This design comes from an exercise in tuning for small area, a short achievable clock period and few clock cycles per item on the open sky130 flow, not from production work.
In this exercise RTL edits were held to simulation tests only and were not proved equivalent to the original.
Power and IR drop assume default switching activity.

Setup of the reference run:
==> flow/design.v <==
`timescale 1ns/1ps
package soc_pkg;
  typedef logic [6:0]  dmi_addr_t;
  typedef logic [31:0] data_t;
  typedef logic [15:0] led_t;
  typedef logic [1:0]  irq_t;
  typedef enum logic [1:0] {
    dmi_op_nop   = 2'd0,
    dmi_op_read  = 2'd1,
    dmi_op_write = 2'd2
  } dmi_op_t;
  typedef enum logic [1:0] {
    dmi_resp_ok     = 2'd0,
    dmi_resp_failed = 2'd2
  } dmi_resp_t;
  typedef enum logic [1:0] {
    state_idle,
    state_bus,
    state_respond
  } dm_state_t;
  localparam dmi_addr_t DMCONTROL_ADDR = 7'h10;
  localparam int        NDMRESET_BIT   = 1;
  localparam dmi_addr_t MMIO_BASE  = 7'h20;
  localparam int        MMIO_WORDS = 4;
  localparam dmi_addr_t MEM_BASE   = 7'h40;
  localparam logic [1:0] MMIO_LED     = 2'd0;
  localparam logic [1:0] MMIO_PENDING = 2'd1;
  localparam logic [1:0] MMIO_ENABLE  = 2'd2;
  localparam logic [1:0] MMIO_STATUS  = 2'd3;
endpackage
`timescale 1ns/1ps
module soc_top #(
  parameter int MEM_WORDS = 64
) (
  input  logic        clock,
  input  logic        reset,
  input  logic        dmi_req_valid,
  output logic        dmi_req_ready,
  input  logic [6:0]  dmi_req_addr,
  input  logic [31:0] dmi_req_data,
  input  logic [1:0]  dmi_req_op,
  output logic        dmi_resp_valid,
  input  logic        dmi_resp_ready,
  output logic [31:0] dmi_resp_data,
  output logic [1:0]  dmi_resp_resp,
  input  logic [1:0]  ext_irq,
  output logic [15:0] led,
  output logic [1:0]  irq
);
  localparam int QD = 4;                 
  localparam int NP = 4;                 
  localparam int PW = MEM_WORDS / NP;    
  logic [1:0]            dmcontrol;
  logic [31:0]           led_reg;
  logic [1:0]            pending;
  logic [1:0]            enable;
  logic [1:0]            irq_q;      
  logic [MEM_WORDS-1:0][31:0] mem_q;
  logic                  x_valid;
  logic                  x_write;    
  logic                  x_ctl;      
  logic                  x_mem;      
  logic                  x_mmio;     
  logic                  x_unmap;    
  logic [1:0]            x_off;      
  logic [MEM_WORDS-1:0]  x_sel;      
  logic                  x_read;     
  logic [31:0]           x_wdata;
  logic                  p_valid;
  logic [NP-1:0][31:0]   p_part;     
  logic                  p_rdmem;    
  logic [31:0]           p_other;    
  logic                  p_err;
  logic [31:0]           p_data;
  logic [QD-1:0]         q_valid;
  logic [31:0]           q_data [QD];
  logic                  q_err  [QD];
  logic                  ready_q;
  logic accept;
  logic is_access;
  logic ndm;
  assign ndm           = dmcontrol[1];
  assign dmi_req_ready = ready_q;
  assign accept        = dmi_req_valid && ready_q;
  assign is_access     = (dmi_req_op == 2'd1) || (dmi_req_op == 2'd2);
  always_ff @(posedge clock) begin
    x_write <= (dmi_req_op == 2'd2);
    x_read  <= (dmi_req_op == 2'd1);
    x_ctl   <= is_access && (dmi_req_addr == 7'h10);
    x_mem   <= is_access && dmi_req_addr[6];
    x_mmio  <= is_access && (dmi_req_addr[6:2] == 5'b01000);
    x_unmap <= is_access && !dmi_req_addr[6] && (dmi_req_addr[6:2] != 5'b01000) &&
               (dmi_req_addr != 7'h10);
    x_off   <= dmi_req_addr[1:0];
    for (int i = 0; i < MEM_WORDS; i++) begin
      x_sel[i] <= accept && dmi_req_addr[6] && (dmi_req_addr[5:0] == 6'(i));
    end
    x_wdata <= dmi_req_data;
  end
  logic [NP-1:0][31:0] mem_rd;
  logic [31:0] mmio_rd;
  logic [31:0] new_data;
  logic        new_err;
  logic        mmio_wr;
  logic        mem_wr;
  always_comb begin
    mem_rd = '0;
    for (int i = 0; i < MEM_WORDS; i++) begin
      mem_rd[i / PW] = mem_rd[i / PW] | (mem_q[i] & {32{x_sel[i]}});
    end
  end
  always_comb begin
    case (x_off)
      2'd0:    mmio_rd = led_reg;
      2'd1:    mmio_rd = {30'b0, pending};
      2'd2:    mmio_rd = {30'b0, enable};
      default: mmio_rd = {30'b0, pending & enable};
    endcase
  end
  assign new_data = (mmio_rd & {32{x_mmio && !x_write && !ndm}}) |
                    ({30'b0, dmcontrol} & {32{x_ctl && !x_write}});
  assign new_err  = x_unmap || ((x_mem || x_mmio) && ndm);
  assign mem_wr   = x_write && !ndm;
  assign mmio_wr  = x_valid && x_mmio && x_write && !ndm;
  always_ff @(posedge clock) begin
    for (int i = 0; i < MEM_WORDS; i++) begin
      if (mem_wr && x_sel[i]) begin
        mem_q[i] <= x_wdata;
      end
    end
  end
  always_ff @(posedge clock) begin
    if (reset) begin
      dmcontrol <= 2'b00;
    end else if (x_valid && x_ctl && x_write) begin
      dmcontrol <= x_wdata[1:0];
    end
  end
  logic [1:0] pending_n, enable_n;
  assign pending_n = (pending & ~((mmio_wr && x_off == 2'd1) ? x_wdata[1:0] : 2'b00)) | ext_irq;
  assign enable_n  = (mmio_wr && x_off == 2'd2) ? x_wdata[1:0] : enable;
  always_ff @(posedge clock) begin
    if (reset || ndm) begin
      led_reg <= '0;
      pending <= '0;
      enable  <= '0;
      irq_q   <= '0;
    end else begin
      pending <= pending_n;
      enable  <= enable_n;
      irq_q   <= pending_n & enable_n;
      if (mmio_wr && x_off == 2'd0) begin
        led_reg <= x_wdata;
      end
    end
  end
  always_ff @(posedge clock) begin
    p_part  <= mem_rd;
    p_rdmem <= x_read && !ndm;
    p_other <= new_data;
    p_err   <= new_err;
  end
  always_comb begin
    p_data = '0;
    for (int k = 0; k < NP; k++) p_data = p_data | p_part[k];
    p_data = (p_data & {32{p_rdmem}}) | p_other;
  end
  logic          take;
  logic [QD-1:0] q_valid_n;
  logic [QD:0]   q_ext;      
  logic [QD-1:0] q_at;       
  assign take  = q_valid[0] && dmi_resp_ready;
  assign q_ext = {q_valid, 1'b1};
  always_comb begin
    for (int i = 0; i < QD; i++) q_at[i] = q_ext[i] && !q_ext[i + 1];
  end
  always_comb begin
    case ({p_valid, take})
      2'b10:   q_valid_n = {q_valid[QD-2:0], 1'b1};
      2'b01:   q_valid_n = {1'b0, q_valid[QD-1:1]};
      default: q_valid_n = q_valid;
    endcase
  end
  logic ready_n;
  always_comb begin
    case ({accept, x_valid})
      2'b00:   ready_n = !q_valid_n[QD-1];
      2'b11:   ready_n = !q_valid_n[QD-3];
      default: ready_n = !q_valid_n[QD-2];
    endcase
  end
  always_ff @(posedge clock) begin
    if (reset) begin
      x_valid <= 1'b0;
      p_valid <= 1'b0;
      ready_q <= 1'b1;
      q_valid <= '0;
    end else begin
      x_valid <= accept;
      p_valid <= x_valid;
      ready_q <= ready_n;
      q_valid <= q_valid_n;
    end
  end
  always_ff @(posedge clock) begin
    for (int i = 0; i < QD; i++) begin
      if (take) begin
        if (p_valid && q_at[(i < QD - 1) ? i + 1 : i] && i < QD - 1) begin
          q_data[i] <= p_data;
          q_err[i]  <= p_err;
        end else if (i < QD - 1) begin
          q_data[i] <= q_data[(i < QD - 1) ? i + 1 : i];
          q_err[i]  <= q_err[(i < QD - 1) ? i + 1 : i];
        end
      end else if (p_valid && q_at[i]) begin
        q_data[i] <= p_data;
        q_err[i]  <= p_err;
      end
    end
  end
  assign dmi_resp_valid = q_valid[0];
  assign dmi_resp_data  = q_data[0];
  assign dmi_resp_resp  = {q_err[0], 1'b0};
  assign led            = led_reg[15:0];
  assign irq            = irq_q;
endmodule
export LEC_CHECK = 0
export CAP_MARGIN = 20
export CORE_MARGIN = 2
export CORE_UTILIZATION = 40
export CTS_CLUSTER_DIAMETER = 60
export CTS_CLUSTER_SIZE = 24
export PLACE_DENSITY = 0.6
export SETUP_SLACK_MARGIN = 2.5
export SLEW_MARGIN = 20
export TNS_END_PERCENT = 10
create_clock -name core_clock -period 5.0 [get_ports {clock}]
run.sh (not shown) runs the stock make flow with config.mk's settings and CLKGATE_MAP_FILE= SYNTH_SCRIPT=/design/flow/synth_recipe.tcl, a recipe that flattens the netlist after the stock synthesis.
The reference run ended with every stage complete and zero timing, DRC or antenna violations.
Testbench counts of the reference run, summed over its fixed seeds: cycles 4,120, items 4,096.
### the reference run -> the trial run
- CTS_CLUSTER_SIZE: 24 -> 20
- TNS_END_PERCENT: 10 -> unset
- CTS_CLUSTER_DIAMETER: 60 -> 50
## What came out
The trial run: full flow OK, the timing, DRC and antenna checks passed. Of the reference run and the trial run, the run reporting the lower maximum frequency from static timing analysis was the reference run. The run with more routed wire is the trial run, not the reference run. The length of routed wiring on met1 was comparable across the reference run and the trial run. | count of nets after finishing | the trial run vs the reference run | 34 higher |. | count of clock-net buffers in the final layout | lower: the reference run |. Sequential share of layout area: the reference run and the trial run compared, higher one is the reference run. Of the trial run and the reference run, it is the trial run that has the higher met3 demand-to-capacity share in global routing. The reference run reports its first element of the critical path as q_valid[0] while the trial run reports x_sel[63]. Compared with the reference run, the trial run shows a final critical delay including setup and external delays that is 0.15 ns lower. The reference run and the trial run ended up with roughly the same insertion delay of the later-clocked pin in the worst-skew pair. Changes observed in the trial run relative to the reference run: area added between synthesis and finish now sits higher, first-pass GRT wire length up 0.52%.

========
Another version of the RTL of soc_top (not shown whole).
==> flow/config.mk <==
export PLATFORM = sky130hd
export DESIGN_NAME = soc_top
export DESIGN_NICKNAME = soc_top
export VERILOG_FILES = /design/flow/design.v
export SDC_FILE = /design/flow/constraint.sdc
export NUM_CORES = 4
export LEC_CHECK = 0
export CAP_MARGIN = 20
export CORE_MARGIN = 2
export CORE_UTILIZATION = 40
export CTS_CLUSTER_DIAMETER = 60
export CTS_CLUSTER_SIZE = 24
export PLACE_DENSITY = 0.6
export SETUP_SLACK_MARGIN = 2.5
export SLEW_MARGIN = 20
==> flow/constraint.sdc <==
create_clock -name core_clock -period 5.0 [get_ports {clock}]
set_input_delay 1.0000 -clock core_clock [delete_from_list [all_inputs] [get_ports {clock}]]
set_output_delay 1.0000 -clock core_clock [all_outputs]
set_load 0.01 [all_outputs]
Testbench counts at the start, summed over its fixed seeds: cycles 4,120, items 4,096.
Rerun with:
Settings changed: CTS_CLUSTER_DIAMETER 60 to 50, CTS_CLUSTER_SIZE 24 to 20.
The changed run went through all stages and came out clean; hold slack stays flat; routed wire length is about the same; utilization climbs by 0.88 points; sequential cell count does not change; first-iteration DRC count falls by a few percent; die area stays the same; setup slack improves by 0.11 ns; power increases by a little under a tenth; cell count came out higher slightly; synthesized cell count does not change; clock power grows by about a fifth.

## what the ideal ports hide
Ports are ideal in the flow. The routed layouts listed here were re-timed in OpenROAD.
Step 1: set_driving_cell puts a clkbuf_16 on clock and a buf_2 on each other input, an assumption about the parent block.
Step 2 times the ports against the registers' clock, not the clock port: input delays grow and output delays shrink by t, the midpoint of the rising clock arrivals with the driver on.
Slacks: ideal ports / drivers / drivers and shift; pairs: ideal ports / drivers.
run	t, ns	slack for setup (ns)	latest minus earliest clock arrival (ns)
the reference run	0.900	2.303 / 2.211 / 1.595	0.034 / 0.034
the trial run	0.908	2.454 / 2.454 / 1.752	0.056 / 0.056
the first run of note 2	0.896	2.421 / 2.421 / 1.795	0.044 / 0.044
the second run of note 2	0.930	2.535 / 2.476 / 1.798	0.044 / 0.043
After both steps every run listed still meets setup and hold. For the second run of note 2, which loses most, drivers alone change the setup slack by -0.059 ns; drivers and shift together by -0.737 ns.
